What follows belongs to an exercise in optimizing a design on an open flow for small area; a production flow would make more cautious choices.
Only simulation tests tie the RTL to the original design; equivalence was not proved.

==> module hdc_frame_assembler, before the edit <==
module hdc_frame_assembler #(
  parameter int CHANNELS = hdc_frame_assembler_pkg::INPUT_CHANNELS,
  parameter int SAMPLE_W = hdc_frame_assembler_pkg::RAW_WIDTH,
  parameter int LANE_W   = 16
) (
  input  logic                         Clk_CI,
  input  logic                         Reset_RI,
  input  logic                         SampleValid_SI,
  output logic                         SampleReady_SO,
  input  logic [SAMPLE_W-1:0]          Sample_DI,
  input  logic                         SampleLast_SI,
  input  logic [hdc_frame_assembler_pkg::MODE_W-1:0]            ModeIn_SI,
  input  logic [hdc_frame_assembler_pkg::LABEL_W-1:0]           LabelIn_DI,
  output logic [hdc_frame_assembler_pkg::idxWidth(CHANNELS)-1:0] ChannelIdx_DO,
  output logic                         ValidOut_SO,
  input  logic                         ReadyIn_SI,
  output logic [hdc_frame_assembler_pkg::MODE_W-1:0]            ModeOut_SO,
  output logic [hdc_frame_assembler_pkg::LABEL_W-1:0]           LabelOut_DO,
  output logic [CHANNELS*LANE_W-1:0]   Raw_DO,
  output logic                         FrameError_SO
);
  localparam int IDX_W = hdc_frame_assembler_pkg::idxWidth(CHANNELS);
  localparam int PK_W  = CHANNELS * SAMPLE_W;
  logic               sampleReady;
  logic [IDX_W-1:0]   chanIdx;
  logic               frameError;
  logic               slotValid;
  logic [SAMPLE_W-1:0] collectLane [CHANNELS];
  logic [hdc_frame_assembler_pkg::MODE_W-1:0]  collectMode;
  logic [hdc_frame_assembler_pkg::LABEL_W-1:0] collectLabel;
  logic accept, atLastIdx, complete, framingErr, slotFree, slotLoad;
  assign accept     = SampleValid_SI & sampleReady;
  assign atLastIdx  = (chanIdx == IDX_W'(CHANNELS - 1));
  assign complete   = accept & atLastIdx & SampleLast_SI;
  assign framingErr = accept & (SampleLast_SI != atLastIdx);
  assign slotFree   = ~slotValid | ReadyIn_SI;
  assign slotLoad   = slotFree & (~sampleReady | complete);
  always_ff @(posedge Clk_CI or negedge Reset_RI) begin
    if (!Reset_RI) begin
      sampleReady <= 1'b1;
      chanIdx     <= '0;
      frameError  <= 1'b0;
      slotValid   <= 1'b0;
    end else begin
      if (accept) begin
        chanIdx <= framingErr ? '0 : chanIdx + IDX_W'(1);
      end
      if (framingErr) begin
        frameError <= 1'b1;
      end
      if (sampleReady) begin
        if (complete & ~slotFree) sampleReady <= 1'b0;
      end else begin
        if (slotFree) sampleReady <= 1'b1;
      end
      if (slotLoad) begin
        slotValid <= 1'b1;
      end else if (ReadyIn_SI) begin
        slotValid <= 1'b0;
      end
    end
  end
  always_ff @(posedge Clk_CI) begin
    for (int k = 0; k < CHANNELS; k++) begin
      if (chanIdx == IDX_W'(k) && (k != 0 || sampleReady)) begin
        collectLane[k] <= Sample_DI;
      end
    end
    if (chanIdx == '0 && sampleReady) begin
      collectMode  <= ModeIn_SI;
      collectLabel <= LabelIn_DI;
    end
  end
  logic [PK_W-1:0] loadPk;
  always_comb begin
    for (int k = 0; k < CHANNELS - 1; k++) begin
      loadPk[k*SAMPLE_W +: SAMPLE_W] = collectLane[k];
    end
    loadPk[(CHANNELS-1)*SAMPLE_W +: SAMPLE_W] =
      sampleReady ? Sample_DI : collectLane[CHANNELS-1];
  end
  logic [PK_W-1:0] slotPk;
  hdc_frame_slot #(
    .RAW_W (PK_W)
  ) uSlot (
    .Clk_CI   (Clk_CI),
    .Load_SI  (slotLoad),
    .Raw_DI   (loadPk),
    .Mode_DI  (collectMode),
    .Label_DI (collectLabel),
    .Raw_DO   (slotPk),
    .Mode_DO  (ModeOut_SO),
    .Label_DO (LabelOut_DO)
  );
  always_comb begin
    for (int k = 0; k < CHANNELS; k++) begin
      Raw_DO[k*LANE_W +: LANE_W] = LANE_W'(slotPk[k*SAMPLE_W +: SAMPLE_W]);
    end
  end
  assign SampleReady_SO = sampleReady;
  assign ChannelIdx_DO  = chanIdx;
  assign FrameError_SO  = frameError;
  assign ValidOut_SO    = slotValid;
endmodule
Settings: LEC_CHECK=0, CAP_MARGIN=20, CORE_MARGIN=2, CORE_UTILIZATION=70, GPL_TIMING_DRIVEN=0, SLEW_MARGIN=20; clock period 4.0 ns.
standard.sh (not shown) runs the stock make flow with config.mk's settings and CLKGATE_MAP_FILE= SYNTH_SCRIPT=/design/flow/synth_recipe.tcl, a recipe that flattens the netlist after the stock synthesis.
==> flow/flow/run.sh <==
#!/bin/bash
# Standard ORFS layout (standard.sh, unchanged synthesis) with these changes:
# port buffers use the smallest buffer cell, the first fanout repair may not
# use the largest buffers, and the clock tree uses clkbuf_8 with small sink
# clusters and no dummy loads.
set -e
HERE=$(cd "$(dirname "$0")" && pwd)
export BUFFER_PORTS_ARGS="-buffer_cell sky130_fd_sc_hd__buf_1"
export PRE_RESIZE_TCL="$HERE/pre_resize.tcl"
export CTS_ARGS="-sink_clustering_enable -repair_clock_nets -buf_list sky130_fd_sc_hd__clkbuf_8 -sink_clustering_size 16 -sink_clustering_max_diameter 50 -dont_use_dummy_load"
bash standard.sh > standard.log 2>&1
==> flow/flow/pre_resize.tcl <==
# Keep the first fanout repair from building trees of the largest buffers.
set_dont_use {sky130_fd_sc_hd__buf_12 sky130_fd_sc_hd__buf_16 sky130_fd_sc_hd__clkbuf_16}
==> next run, changes <==
--- a/flow/design.v
+++ b/flow/design.v
@@ -59,7 +59,8 @@
   logic [IDX_W-1:0]   chanIdx;
   logic               frameError;
   logic               slotValid;
-  logic [SAMPLE_W-1:0] collectLane [CHANNELS];
+  logic [(CHANNELS-1)*SAMPLE_W-1:0] collectShift;
+  logic [SAMPLE_W-1:0] collectLast;
   logic [hdc_frame_assembler_pkg::MODE_W-1:0]  collectMode;
   logic [hdc_frame_assembler_pkg::LABEL_W-1:0] collectLabel;
   logic accept, atLastIdx, complete, framingErr, slotFree, slotLoad;
@@ -95,10 +96,11 @@
     end
   end
   always_ff @(posedge Clk_CI) begin
-    for (int k = 0; k < CHANNELS; k++) begin
-      if (chanIdx == IDX_W'(k) && (k != 0 || sampleReady)) begin
-        collectLane[k] <= Sample_DI;
-      end
+    if (accept & ~atLastIdx) begin
+      collectShift <= {Sample_DI, collectShift[(CHANNELS-1)*SAMPLE_W-1:SAMPLE_W]};
+    end
+    if (atLastIdx) begin
+      collectLast <= Sample_DI;
     end
     if (chanIdx == '0 && sampleReady) begin
       collectMode  <= ModeIn_SI;
@@ -106,13 +108,7 @@
     end
   end
   logic [PK_W-1:0] loadPk;
-  always_comb begin
-    for (int k = 0; k < CHANNELS - 1; k++) begin
-      loadPk[k*SAMPLE_W +: SAMPLE_W] = collectLane[k];
-    end
-    loadPk[(CHANNELS-1)*SAMPLE_W +: SAMPLE_W] =
-      sampleReady ? Sample_DI : collectLane[CHANNELS-1];
-  end
+  assign loadPk = {sampleReady ? Sample_DI : collectLast, collectShift};
   logic [PK_W-1:0] slotPk;
   hdc_frame_slot #(
     .RAW_W (PK_W)
This time the run died in I/O pin placement (3_2_place_iop).
Synthesized cell count drops by 4.1%.
Area after synthesis came out lower by 0.54%.

==> separate check: timing with driven ports <==
The flow's constraints put no driver on any port. The routed layout listed below was extracted and timed again, unchanged, in two steps.
Step 1 assumes that a clkbuf_16 drives the clock port and a buf_2 every other input.
Step 2, shift: input delay + t, output delay - t, t = (earliest + latest rising clock arrival at the registers) / 2. This alone moves slack from input paths to output paths.
Slacks: ideal ports / drivers / drivers and shift; pairs: ideal ports / drivers.
run: the first run
t, ns: 0.858
setup slack, ns: 0.292 / 0.292 / 0.292
worst hold slack (ns): 0.144 / 0.104 / 0.366
worst data-port slew with drivers (ns): 0.15
After both steps the first run still meets setup and hold. For the first run, drivers alone change the setup slack by 0.000 ns; drivers and shift together by 0.000 ns.
